This is an optimization exercise on Yosys and OpenROAD, whose aim is small area, a short achievable clock period and few clock cycles per item, not a production implementation. Where RTL was checked, it was by simulation tests only, not by an equivalence proof against the original.

## v6
// cordic_engine
module cordic_engine #(
  parameter int WIDTH       = 16,
  parameter int ANGLE_WIDTH = 16,
  parameter int STAGES      = 14,
  parameter int GUARD       = 2,
  parameter int TAG_WIDTH   = 8
) (
  input  logic                   clock,
  input  logic                   reset,
  input  logic                   in_valid,
  output logic                   in_ready,
  input  logic                   mode_in,
  input  logic signed [WIDTH-1:0] x_in,
  input  logic signed [WIDTH-1:0] y_in,
  input  logic [ANGLE_WIDTH-1:0] angle_in,
  input  logic [TAG_WIDTH-1:0]   tag_in,
  output logic                   out_valid,
  input  logic                   out_ready,
  output logic signed [WIDTH+1:0] x_out,
  output logic signed [WIDTH+1:0] y_out,
  output logic [ANGLE_WIDTH-1:0] angle_out,
  output logic                   mode_out,
  output logic [TAG_WIDTH-1:0]   tag_out
);
  localparam int IW = WIDTH + 2 + GUARD;
  localparam int AW = ANGLE_WIDTH;
  localparam int OW = WIDTH + 2;
  localparam int ADD  = 1;
  localparam int ADDZ = 1;
  localparam logic [AW-1:0] HALF = {1'b1, {(AW-1){1'b0}}};
  function automatic logic [AW-1:0] atan_lut(input int i);
    logic [32:0] a;
    logic [32:0] r;
    case (i)
      0:  a = 33'h20000000;
      1:  a = 33'h12E4051E;
      2:  a = 33'h09FB385B;
      3:  a = 33'h051111D4;
      4:  a = 33'h028B0D43;
      5:  a = 33'h0145D7E1;
      6:  a = 33'h00A2F61E;
      7:  a = 33'h00517C55;
      8:  a = 33'h0028BE53;
      9:  a = 33'h00145F2F;
      10: a = 33'h000A2F98;
      11: a = 33'h000517CC;
      12: a = 33'h00028BE6;
      13: a = 33'h000145F3;
      14: a = 33'h0000A2FA;
      15: a = 33'h0000517D;
      16: a = 33'h000028BE;
      17: a = 33'h0000145F;
      18: a = 33'h00000A30;
      19: a = 33'h00000518;
      20: a = 33'h0000028C;
      21: a = 33'h00000146;
      22: a = 33'h000000A3;
      23: a = 33'h00000051;
      24: a = 33'h00000029;
      25: a = 33'h00000014;
      26: a = 33'h0000000A;
      27: a = 33'h00000005;
      28: a = 33'h00000003;
  ...
For scale: roughly 69000 um2 of cells after synthesis.
==> flow/config.mk <==
export PLATFORM = sky130hd
export DESIGN_NAME = cordic_engine
export DESIGN_NICKNAME = cordic_engine
export VERILOG_FILES = /design/flow/design.v
export SDC_FILE = /design/flow/constraint.sdc
export NUM_CORES = 4
export LEC_CHECK = 0
export CAP_MARGIN = 20
export CORE_MARGIN = 2
export CORE_UTILIZATION = 45
export PLACE_DENSITY = 0.6
export SETUP_SLACK_MARGIN = 2.3
export SLEW_MARGIN = 20
export SYNTH_HIERARCHICAL = 1
export SYNTH_MINIMUM_KEEP_SIZE = 0
==> flow/constraint.sdc <==
create_clock -name core_clock -period 5.0 [get_ports {clock}]
set_input_delay 1.0000 -clock core_clock [delete_from_list [all_inputs] [get_ports {clock}]]
set_output_delay 1.0000 -clock core_clock [all_outputs]
set_load 0.01 [all_outputs]
run.sh (not shown) runs the stock make flow with config.mk's settings and CLKGATE_MAP_FILE= SYNTH_SCRIPT=/design/flow/synth_recipe.tcl, a recipe that flattens the netlist after the stock synthesis.
The flow did not stop early for v6: all stages ran, and the layout cleared the timing, DRC and antenna checks.
Changes in v7 relative to v6:
- SETUP_SLACK_MARGIN now 2.5, was 2.3
- TNS_END_PERCENT now 10, previously not set
Findings:
- v7 went all the way through the flow, and no timing, DRC or antenna check failed.
- v6 ended up with g_st[6].nr as its origin of the worst setup path; v7 ended up with v[14].
- Compared with v6, v7 shows a required time of the critical path that is 1.49 ns lower.
- In v7 relative to v6, final design area excluding fillers had gone up slightly.
- v6 ended up with register to register as its type of the setup path with the least slack; v7 ended up with register to output pin.
- [v7] detailed-routed wire length on met3 fell about 10% relative to v6
- Note that the non-clock buffer count recorded for v7 amounts to 1.2 times the value seen in v6.
- Met1 track demand over resource in global routing: v7 vs v6 up 1.1 points
No run of this note included a check of the RTL's function; only the layout flow was run.

* * *

job 104:
cordic_engine, a different RTL version from the one above (not shown whole).
For scale: about 120 I/O pins, ~0.070 mm2 of cells after synthesis.
==> flow/config.mk <==
export PLATFORM = sky130hd
export DESIGN_NAME = cordic_engine
export DESIGN_NICKNAME = cordic_engine
export VERILOG_FILES = /design/flow/design.v
export SDC_FILE = /design/flow/constraint.sdc
export NUM_CORES = 4
export LEC_CHECK = 0
export CAP_MARGIN = 20
export CORE_MARGIN = 2
export CORE_UTILIZATION = 55
export CTS_CLUSTER_SIZE = 30
export PLACE_DENSITY = 0.7
export SETUP_SLACK_MARGIN = 2.4
export SLEW_MARGIN = 20
export SYNTH_HIERARCHICAL = 1
export SYNTH_MINIMUM_KEEP_SIZE = 0
==> flow/constraint.sdc <==
create_clock -name core_clock -period 5.0 [get_ports {clock}]
set_input_delay 1.0000 -clock core_clock [delete_from_list [all_inputs] [get_ports {clock}]]
set_output_delay 1.0000 -clock core_clock [all_outputs]
set_load 0.01 [all_outputs]
For job 103, these inputs were changed with respect to job 104:
- removing CTS_CLUSTER_SIZE (formerly 30)
- changing SETUP_SLACK_MARGIN from 2.4 to 2.2
[summary]
- Design area, job 103 vs job 104: down by a few percent
- The run showing the greater iteration count of the initial detailed-routing pass is job 104.
- Critical path depth on job 103 is down relative to job 104.
- Worst reg2reg path depth: higher on job 104
- Job 104 → job 103: aggregate negative setup slack about even; fraction of the cycle the final worst path needs rose 1.4 points; setup slack fell 0.068 ns; final non-filler cell total fell 355.
- Cmp job 103 vs job 104: core utilization lower in job 103
- Non-clock buffer count (job 103 vs. job 104) decreases by more than a quarter
No run of this note included a check of the RTL's function; only the layout flow was run.

* * *

## the reference run
Another version of the RTL of cordic_engine (not shown whole).
Size in the first run: ~120 I/O pins, roughly 0.068 sq mm of cells after synthesis.
## cordic_engine
module cordic_engine #(
  parameter int WIDTH       = 16,
  parameter int ANGLE_WIDTH = 16,
  parameter int STAGES      = 14,
  parameter int GUARD       = 2,
  parameter int TAG_WIDTH   = 8
) (
  input  logic                   clock,
  input  logic                   reset,
  input  logic                   in_valid,
  output logic                   in_ready,
  input  logic                   mode_in,
  input  logic signed [WIDTH-1:0] x_in,
  input  logic signed [WIDTH-1:0] y_in,
  input  logic [ANGLE_WIDTH-1:0] angle_in,
  input  logic [TAG_WIDTH-1:0]   tag_in,
  output logic                   out_valid,
  input  logic                   out_ready,
  output logic signed [WIDTH+1:0] x_out,
  output logic signed [WIDTH+1:0] y_out,
  output logic [ANGLE_WIDTH-1:0] angle_out,
  output logic                   mode_out,
  output logic [TAG_WIDTH-1:0]   tag_out
);
clock: 5.0 ns
lec_check: 0
cap_margin: 20
core_margin: 2
core_utilization: 65
cts_buf_list: sky130_fd_sc_hd__clkbuf_8
place_density: 0.8
setup_slack_margin: 2.2
slew_margin: 20
synth_hierarchical: 1
synth_minimum_keep_size: 0
Testbench counts of the reference run, summed over its fixed seeds: cycles 3,320, items 3,200.
[inputs] the trial run vs the reference run
- CTS_BUF_LIST: sky130_fd_sc_hd__clkbuf_8 -> unset
- CORE_UTILIZATION: 65 -> 55
- PLACE_DENSITY: 0.8 -> 0.7
--- outcome ---
The higher via count came out of the reference run.
From the reference run to the trial run the numbers moved as follows: die width went up about 9%; hold slack now larger.
Summary of the trial run over the reference run: clock period minus worst slack fell by 0.011 ns; setup slack at placement now sits lower.
The reference run → the trial run: number of clock buffers in the layout moved down; cell area increased 0.0011 sq mm; number of buffers created by CTS decreased 34%.
Compared with the reference run, the trial run shows number of nets in the finished design that has gone down slightly.

re-timing with driven ports:
No port has a modelled driver above. Below, the same layouts with a new extraction and two added sets of constraints. Step 1 assumes that a clkbuf_16 drives the clock port and a buf_2 every other input. Step 2 adds t to the input delays and takes it off the output delays; t is the mean of the earliest and latest rising clock arrival at the registers after step 1. Input paths then give back, and output paths get back, about the clock's delay inside the block. Three values: no drivers, after step 1, after step 2; two values: the first two.
| run | t (ns) | setup WS [ns] | clock arrival spread, ns |
|---|---|---|---|
| v6 | 0.806 | 2.210 / 2.195 / 1.759 | 0.045 / 0.045 |
| v7 | 0.812 | 2.231 / 2.146 / 1.638 | 0.030 / 0.030 |
| job 104 | 0.800 | 2.265 / 2.265 / 1.687 | 0.077 / 0.077 |
| job 103 | 0.789 | 2.197 / 2.197 / 1.636 | 0.076 / 0.076 |
| the reference run | 0.922 | 2.157 / 2.157 / 1.637 | 0.047 / 0.046 |
| the trial run | 0.783 | 2.168 / 2.168 / 1.614 | 0.022 / 0.022 |
After both steps every run listed still meets setup and hold. For v7, which loses most, drivers alone change the setup slack by -0.085 ns; drivers and shift together by -0.593 ns.
